Source: an optimization exercise on an open RTL-to-GDS flow (aim: small area). Production flows keep margins and buffers that such runs may drop.
Only simulation tests tie the RTL to the original design; equivalence was not proved.
No activity file was given, so power comes from the tool's default toggle rates.

==> module data_mem_responder, before the edit <==
module data_mem_responder #(
   parameter int unsigned ADDR_BITS   = 5,
   parameter int unsigned WAIT_CYCLES = 2
) (
   input  logic        clk,
   input  logic        rst,
   input  logic        mem_read,
   input  logic        mem_write,
   input  logic [63:0] addr,
   input  logic [63:0] write_data,
   output logic [63:0] read_data,
   output logic        mem_ready,
   output logic        mem_err
);
   localparam int unsigned Words = 1 << ADDR_BITS;
   logic [1:0]           st_q;
   logic                 idle, last_busy, done;
   logic [ADDR_BITS-1:0] idx_q;
   logic                 ld_q, sd_q;      
   logic [63:0]          wdata_q;
   logic [Words-1:0][63:0] mem;
   logic                 addr_ok;
   logic unused_addr;
   assign unused_addr = ^addr[63:ADDR_BITS+3];
   assign idle      = (st_q == 2'd0);
   assign last_busy = (st_q == 2'd2);
   assign done      = (st_q == 2'd3);
   assign addr_ok   = (addr[2:0] == 3'b000);
   always_ff @(posedge clk or posedge rst) begin
      if (rst)                            st_q <= 2'd0;
      else if (!idle || mem_read || mem_write) st_q <= st_q + 2'd1;
   end
   localparam int unsigned CapBits = ADDR_BITS + 2 + 64;
   logic [CapBits-1:0] cap_q, cap_in, cap_d;
   logic               idle_n;
   assign idle_n = ~idle;
   assign cap_in = {addr[ADDR_BITS+2:3], mem_read && !mem_write && addr_ok,
                    mem_write && !mem_read && addr_ok, write_data};
   for (genvar i = 0; i < CapBits; i++) begin : g_cap
      dmr_hold u_hold (.q(cap_q[i]), .we(idle), .we_n(idle_n), .d(cap_in[i]), .y(cap_d[i]));
   end
   always_ff @(posedge clk) cap_q <= cap_d;
   assign {idx_q, ld_q, sd_q, wdata_q} = cap_q;
   logic [Words-1:0] dec, wen, wen_n, rsel;
   logic             wr_phase, rd_phase;
   assign wr_phase = last_busy & sd_q;
   assign rd_phase = done & ld_q;
   for (genvar w = 0; w < Words; w++) begin : g_dec
      assign dec[w] = (idx_q == w);
      dmr_and2  u_wen   (.a(wr_phase), .b(dec[w]), .y(wen[w]));
      dmr_nand2 u_wen_n (.a({wr_phase, dec[w]}), .y(wen_n[w]));
      dmr_and2 u_rsel (.a(rd_phase), .b(dec[w]), .y(rsel[w]));
   end
   logic [Words-1:0][63:0] mem_d;
   for (genvar w = 0; w < Words; w++) begin : g_word
      for (genvar b = 0; b < 64; b++) begin : g_cell
         dmr_hold u_hold (.q(mem[w][b]), .we(wen[w]), .we_n(wen_n[w]), .d(wdata_q[b]),
                          .y(mem_d[w][b]));
      end
   end
   always_ff @(posedge clk) mem <= mem_d;
   for (genvar b = 0; b < 64; b++) begin : g_bit
      logic [Words-1:0] col;
      logic [9:0]       grp_n;
      logic             rest;
      for (genvar w = 0; w < Words; w++) begin : g_col
         assign col[w] = mem[w][b];
      end
      for (genvar g = 0; g < 10; g++) begin : g_grp
         dmr_aoi222 u_aoi (.s(rsel[3*g+:3]), .d(col[3*g+:3]), .y_n(grp_n[g]));
      end
      logic [1:0] part;    
      logic       rest_n;  
      dmr_nand4 u_p0 (.a(grp_n[3:0]), .y(part[0]));
      dmr_nand4 u_p1 (.a(grp_n[7:4]), .y(part[1]));
      dmr_nand2 u_p2 (.a(grp_n[9:8]), .y(rest_n));
      dmr_a221o u_p3 (.s(rsel[31:30]), .d(col[31:30]), .c(rest_n), .y(rest));
      dmr_or3   u_or (.a({part, rest}), .y(read_data[b]));
   end
   assign mem_ready = done;
   assign mem_err   = done & ~ld_q & ~sd_q;
endmodule
==> module dmr_hold, before the edit <==
module dmr_hold (
   input  logic q,
   input  logic we,
   input  logic we_n,
   input  logic d,
   output logic y
);
   assign y = (q & we_n) | (we & d);
endmodule
clock: 10.0 ns
lec_check: 0
abc_area: 0
cap_margin: 20
core_margin: 2
core_utilization: 70
place_density: 0.8
slew_margin: 20
synth_hierarchical: 1
synth_minimum_keep_size: 0
standard.sh (not shown) runs the stock make flow with config.mk's settings and CLKGATE_MAP_FILE= SYNTH_SCRIPT=/design/flow/synth_recipe.tcl, a recipe that flattens the netlist after the stock synthesis.
==> flow/flow/run.sh <==
#!/bin/bash
# The standard layout (the standard.sh: unchanged synthesis, floorplan, power grid, placement,
# routing), with these choices passed to ORFS through its own variables:
#  - clock tree synthesis with clkbuf_8 clusters of at most 16 sinks and without dummy loads;
#  - input/output port buffers of the smallest buffer cell.
set -euo pipefail
export CTS_ARGS="-sink_clustering_enable -repair_clock_nets -dont_use_dummy_load -buf_list sky130_fd_sc_hd__clkbuf_8 -sink_clustering_size 16 -sink_clustering_max_diameter 50"
export BUFFER_PORTS_ARGS="-buffer_cell sky130_fd_sc_hd__buf_1"
bash standard.sh > standard.log 2>&1
Edit:
--- a/flow/design.v
+++ b/flow/design.v
@@ -16,11 +16,11 @@
    logic [1:0]           st_q;
    logic                 idle, last_busy, done;
    logic [ADDR_BITS-1:0] idx_q;
    logic                 ld_q, sd_q;      
    logic [63:0]          wdata_q;
-   logic [Words-1:0][63:0] mem;
+   logic [63:0]          mem [Words];
    logic                 addr_ok;
    logic unused_addr;
    assign unused_addr = ^addr[63:ADDR_BITS+3];
    assign idle      = (st_q == 2'd0);
    assign last_busy = (st_q == 2'd2);
@@ -28,39 +28,31 @@
    assign addr_ok   = (addr[2:0] == 3'b000);
    always_ff @(posedge clk or posedge rst) begin
       if (rst)                            st_q <= 2'd0;
       else if (!idle || mem_read || mem_write) st_q <= st_q + 2'd1;
    end
-   localparam int unsigned CapBits = ADDR_BITS + 2 + 64;
-   logic [CapBits-1:0] cap_q, cap_in, cap_d;
-   logic               idle_n;
-   assign idle_n = ~idle;
-   assign cap_in = {addr[ADDR_BITS+2:3], mem_read && !mem_write && addr_ok,
-                    mem_write && !mem_read && addr_ok, write_data};
-   for (genvar i = 0; i < CapBits; i++) begin : g_cap
-      dmr_hold u_hold (.q(cap_q[i]), .we(idle), .we_n(idle_n), .d(cap_in[i]), .y(cap_d[i]));
+   always_ff @(posedge clk) begin
+      if (idle) begin
+         idx_q   <= addr[ADDR_BITS+2:3];
+         ld_q    <= mem_read && !mem_write && addr_ok;
+         sd_q    <= mem_write && !mem_read && addr_ok;
+         wdata_q <= write_data;
+      end
    end
-   always_ff @(posedge clk) cap_q <= cap_d;
-   assign {idx_q, ld_q, sd_q, wdata_q} = cap_q;
-   logic [Words-1:0] dec, wen, wen_n, rsel;
+   logic [Words-1:0] dec, wen, rsel;
    logic             wr_phase, rd_phase;
    assign wr_phase = last_busy & sd_q;
    assign rd_phase = done & ld_q;
    for (genvar w = 0; w < Words; w++) begin : g_dec
       assign dec[w] = (idx_q == w);
-      dmr_and2  u_wen   (.a(wr_phase), .b(dec[w]), .y(wen[w]));
-      dmr_nand2 u_wen_n (.a({wr_phase, dec[w]}), .y(wen_n[w]));
+      dmr_and2 u_wen  (.a(wr_phase), .b(dec[w]), .y(wen[w]));
       dmr_and2 u_rsel (.a(rd_phase), .b(dec[w]), .y(rsel[w]));
    end
-   logic [Words-1:0][63:0] mem_d;
-   for (genvar w = 0; w < Words; w++) begin : g_word
-      for (genvar b = 0; b < 64; b++) begin : g_cell
-         dmr_hold u_hold (.q(mem[w][b]), .we(wen[w]), .we_n(wen_n[w]), .d(wdata_q[b]),
-                          .y(mem_d[w][b]));
-      end
+   always_ff @(posedge clk) begin
+      for (int w = 0; w < Words; w++)
+         if (wen[w]) mem[w] <= wdata_q;
    end
-   always_ff @(posedge clk) mem <= mem_d;
    for (genvar b = 0; b < 64; b++) begin : g_bit
       logic [Words-1:0] col;
       logic [9:0]       grp_n;
       logic             rest;
       for (genvar w = 0; w < Words; w++) begin : g_col
@@ -118,14 +110,5 @@
    input  logic [2:0] a,
    output logic       y
 );
    assign y = |a;
 endmodule
-module dmr_hold (
-   input  logic q,
-   input  logic we,
-   input  logic we_n,
-   input  logic d,
-   output logic y
-);
-   assign y = (q & we_n) | (we & d);
-endmodule
=>
- wire length goes down by 29%
- clock-buffer cell count goes down by 1
- core utilization goes down by 0.67 points
- total power goes up by 1.0%
- final area goes up by 2.6%
- sequential cell count stays the same
- die area goes up by 3.5%
- area after synthesis goes up by 3.6%
- final cell count goes down by 30%
- register-to-register slack gains 250 ps
- worst setup slack gains 170 ps
- critical path depth goes up by 1
- sequential power goes up by about 7%
- worst hold slack gains 39 ps

static timing again, ports no longer ideal:
How much do the figures lean on ideal ports? The routed layouts below were timed once more, with nothing changed but the port constraints. Step 1: set_driving_cell puts a clkbuf_16 on clk and a buf_2 on each other input, an assumption about the parent block. Step 2 moves the port delays by t, midway between the first and last clock arrival at a register: inputs arrive t later, outputs are due t later. That takes back most of the time a late clock gives input paths. Slacks: ideal ports / drivers / drivers and shift; pairs: ideal ports / drivers.
| run | t, ns | slack for setup (ns) | worst hold slack (ns) |
|---|---|---|---|
| the first run | 0.969 | 3.382 / 3.302 / 4.271 | 0.488 / 0.488 / 0.488 |
| the second run | 0.924 | 3.551 / 3.478 / 4.402 | 0.527 / 0.527 / 0.527 |
After both steps setup and hold are still met in every run listed.
